What follows belongs to an exercise in optimizing a design on an open flow for small area, a short achievable clock period and few clock cycles per item; a production flow would make more cautious choices.
In this exercise RTL edits were held to simulation tests only and were not proved equivalent to the original.

== JK ==
Design redmule_mx_encoder, start of the top module:
module redmule_mx_encoder #(
  parameter int DATA_W = 256,
  parameter int BITW = 16,
  parameter int NUM_LANES = 8
) (
  input logic clk_i,
  input logic rst_i,
  input logic fp16_valid_i,
  output logic fp16_ready_o,
  input logic [NUM_LANES*BITW-1:0] fp16_data_i,
  output logic mx_val_valid_o,
  input logic mx_val_ready_i,
  output logic [DATA_W-1:0] mx_val_data_o,
  output logic mx_exp_valid_o,
  input logic mx_exp_ready_i,
  output logic [7:0] mx_exp_data_o
);
Settings: LEC_CHECK=0, CAP_MARGIN=20, CORE_MARGIN=2, CORE_UTILIZATION=55, CTS_CLUSTER_DIAMETER=150, CTS_CLUSTER_SIZE=25, PLACE_DENSITY=0.65, SLEW_MARGIN=20, SYNTH_HIERARCHICAL=1; clock period 55.0 ns.
standard.sh (not shown) runs the stock make flow with config.mk's settings and CLKGATE_MAP_FILE= SYNTH_SCRIPT=/design/flow/synth_recipe.tcl, a recipe that flattens the netlist after the stock synthesis.
==> flow/flow/run.sh <==
#!/bin/bash
# Own layout flow: the standard ORFS flow, with these changes:
#  - synthesis is the standard flow's own script (synth_recipe.tcl) with yosys's generic "abc -fast" pass
#    skipped (SYNTH_ARGS=-noabc) and the final ABC mapping script replaced: flow/abc_leaf.script
#    for the small combinational modules, flow/abc_top.script for the top module. Registers and
#    their names are untouched by either change;
#  - the port buffers are sky130_fd_sc_hd__buf_2 instead of the default choice, and the output
#    ports' buffers become sky130_fd_sc_hd__buf_1 after global placement (flow/post_gpl.tcl);
#  - repair_timing aims for a setup margin of flow/margin.txt ns.
# ORFS writes each step's log under orfs/logs; make's own output goes to make.log here.
set -euo pipefail
W=$PWD
FL=$W/flow
RES=$W/orfs/results/$FLOW_PLATFORM/redmule_mx_encoder/base
MARGIN=$(cat $FL/margin.txt)
cat > $W/own_synth.tcl <<EOT
proc abc {args} {
  set i [lsearch -exact \$args -script]
  set leaf \$args
  lset leaf [expr {\$i + 1}] $FL/abc_leaf.script
  set top \$args
  lset top [expr {\$i + 1}] $FL/abc_top.script
  yosys abc {*}\$leaf redmule_mx_enc redmule_mx_norm
  yosys abc {*}\$top $FLOW_TOP
}
source $W/synth_recipe.tcl
EOT
export BUFFER_PORTS_ARGS="-buffer_cell sky130_fd_sc_hd__buf_2"
export SETUP_SLACK_MARGIN=$MARGIN
export SYNTH_ARGS=-noabc
if [[ -f $FL/post_gpl.tcl ]]; then export POST_GLOBAL_PLACE_TCL=$FL/post_gpl.tcl; fi
make -C $FLOW_HOME DESIGN_CONFIG=$W/config.mk WORK_HOME=$W/orfs CLKGATE_MAP_FILE= \
  SYNTH_SCRIPT=$W/own_synth.tcl "BUFFER_PORTS_ARGS=$BUFFER_PORTS_ARGS" \
  SETUP_SLACK_MARGIN=$MARGIN SYNTH_ARGS=-noabc finish > $W/make.log 2>&1
: # left out here: write the final layout as DEF
==> flow/flow/abc_leaf.script <==
&get -n
&st
&deepsyn -J 300 -T 900
&st
&dch -f
&nf -R 1000
&put
==> flow/flow/abc_top.script <==
&get -n
&st
&deepsyn -J 300 -T 900
&st
&dch -f
&nf -R 1000
&put
==> flow/flow/margin.txt <==
42.5
==> flow/flow/post_gpl.tcl <==
# The output ports drive only their 0.01 pF load: give their buffers the smallest drive.
set n 0
foreach bt [[ord::get_db_block] getBTerms] {
  if {[$bt getIoType] ne "OUTPUT"} continue
  foreach it [[$bt getNet] getITerms] {
    if {![$it isOutputSignal]} continue
    set inst [$it getInst]
    if {[[$inst getMaster] getName] eq "sky130_fd_sc_hd__buf_2"} {
      replace_cell [get_cells [$inst getName]] sky130_fd_sc_hd__buf_1
      incr n
    }
  }
}
puts "post_gpl: $n output port buffers set to sky130_fd_sc_hd__buf_1"
JK ran to completion and came out clean on the timing, DRC and antenna checks.
Testbench counts of JK, summed over its fixed seeds: cycles 2,064, blocks 512.
Relative to JK, the following input files were edited for MS:
-- flow/design.v --
<<< JK, line 1
module redmule_mx_norm (
  input logic [14:0] x_i,
  output logic [10:0] el_o
);
  logic [9:0] m, pre, h;
>>> MS, line 1
module redmule_mx_norm (
  input logic [15:0] x_i,
  output logic [11:0] el_o
);
  logic [9:0] m, pre, h;
<<< JK, line 23
  assign fs[1] = |(h[9:4] & m[5:0]);
  assign fs[0] = |(m[4:0] & pre[8:4]);
  assign el_o[10:5] = enz ? {1'b1, x_i[14:10]} : ks;
  assign el_o[4:0] = enz ? {m[9:6], |m[5:0]} : fs;
endmodule
module redmule_mx_enc (
  input logic [10:0] el_i,
  input logic [5:0] kn_i,
  output logic [6:0] c_o
);
  logic [4:0] f, g;
>>> MS, line 23
  assign fs[1] = |(h[9:4] & m[5:0]);
  assign fs[0] = |(m[4:0] & pre[8:4]);
  assign el_o[11] = x_i[15];
  assign el_o[10:5] = enz ? {1'b1, x_i[14:10]} : ks;
  assign el_o[4:0] = enz ? {m[9:6], |m[5:0]} : fs;
endmodule
module redmule_mx_enc (
  input logic [11:0] el_i,
  input logic [5:0] kn_i,
  output logic [7:0] q_o
);
  logic [4:0] f, g;
<<< JK, line 37
  logic [2:0] r;
  logic [3:0] sub;
  assign f = el_i[4:0];
  assign k = el_i[10:5];
>>> MS, line 38
  logic [2:0] r;
  logic [3:0] sub;
  logic [6:0] c;
  assign f = el_i[4:0];
  assign k = el_i[10:5];
<<< JK, line 66
  assign sub[1] = (s0 & (g[4] ^ (g[3] & r0))) | (s1 & !t1) | (s2 & g[4]);
  assign sub[0] = (s0 & (g[3] ^ r0)) | (s1 & (g[4] ^ r1)) | (s2 & !g[4]) | (s3 & |g);
  assign c_o[6:3] = nrm ? (j[3:0] | {4{sat}}) : {3'b000, sub[3]};
  assign c_o[2:0] = nrm ? (sat ? 3'b110 : r) : sub[2:0];
endmodule
module redmule_mx_encoder #(
>>> MS, line 68
  assign sub[1] = (s0 & (g[4] ^ (g[3] & r0))) | (s1 & !t1) | (s2 & g[4]);
  assign sub[0] = (s0 & (g[3] ^ r0)) | (s1 & (g[4] ^ r1)) | (s2 & !g[4]) | (s3 & |g);
  assign c[6:3] = nrm ? (j[3:0] | {4{sat}}) : {3'b000, sub[3]};
  assign c[2:0] = nrm ? (sat ? 3'b110 : r) : sub[2:0];
  assign q_o = {el_i[11], c};
endmodule
module redmule_mx_encoder #(
<<< JK, line 103
  logic w_acc, w_go, w_lda, w_ldb, w_hda, w_hdb;
  for (genvar l = 0; l < NUM_LANES; l++) begin : g_norm
    assign w_norm[EW*l + 11] = fp16_data_i[BITW*l + 15];
    redmule_mx_norm u_norm (.x_i(fp16_data_i[BITW*l +: 15]), .el_o(w_norm[EW*l +: 11]));
    assign w_kl[6*l +: 6] = w_norm[EW*l + 5 +: 6];
  end
>>> MS, line 106
  logic w_acc, w_go, w_lda, w_ldb, w_hda, w_hdb;
  for (genvar l = 0; l < NUM_LANES; l++) begin : g_norm
    redmule_mx_norm u_norm (.x_i(fp16_data_i[BITW*l +: BITW]), .el_o(w_norm[EW*l +: EW]));
    assign w_kl[6*l +: 6] = w_norm[EW*l + 5 +: 6];
  end
<<< JK, line 128
  assign w_kn = w_kmax == 6'd0 ? 6'd16 : ~w_kmax;
  for (genvar i = 0; i < 32; i++) begin : g_enc
    logic [6:0] c;
    redmule_mx_enc u_enc (.el_i(w_el[i][10:0]), .kn_i(w_kn), .c_o(c));
    assign w_enc[8*i +: 8] = w_special ? 8'h7F : {w_el[i][11], c};
  end
  assign w_acc = fp16_valid_i && r_rdy;
>>> MS, line 130
  assign w_kn = w_kmax == 6'd0 ? 6'd16 : ~w_kmax;
  for (genvar i = 0; i < 32; i++) begin : g_enc
    logic [7:0] q;
    redmule_mx_enc u_enc (.el_i(w_el[i]), .kn_i(w_kn), .q_o(q));
    assign w_enc[8*i +: 8] = w_special ? 8'h7F : q;
  end
  assign w_acc = fp16_valid_i && r_rdy;
## What came out
Of MS and JK, MS shows the lower time the worst path needs with I/O delays and setup, with JK above it. MS vs JK: post-CTS setup repair buffer count down in MS. | number of violations of the max-capacitance limit | MS vs JK | ≈ equal |. MS has placed wire-length estimate after detailed placement above what JK had. Compared with JK, in MS post-synthesis sequential area ratio saw a decrease; maximum number of pins on one net before global-route repair shows a reduction of about 50%; area taken by multi-input logic gates closely matched the old numbers. Cmp MS and JK / area of the mapped netlist / lower: JK.
Testbench counts of MS, summed over its fixed seeds: cycles 2,064, blocks 512.

[port drivers added, routing unchanged]
Ports are ideal in the flow. The routed layouts listed here were re-timed in OpenROAD.
Step 1 assumes that a clkbuf_16 drives the clock port and a buf_2 every other input.
Step 2 also shifts input and output timing later by t, the mid clock arrival at the registers, as if the neighbouring blocks saw the same clock.
Three values: no drivers, after step 1, after step 2; two values: the first two.
run	t (ns)	setup slack, ns	pins driven straight from the clock port
JK	0.663	42.514 / 42.456 / 41.895	1
MS	0.667	42.551 / 42.486 / 41.945	1
After both steps setup and hold are still met in every run listed. The setup slack of JK, which loses most, moves by -0.058 ns with the drivers and by -0.619 ns with both steps.
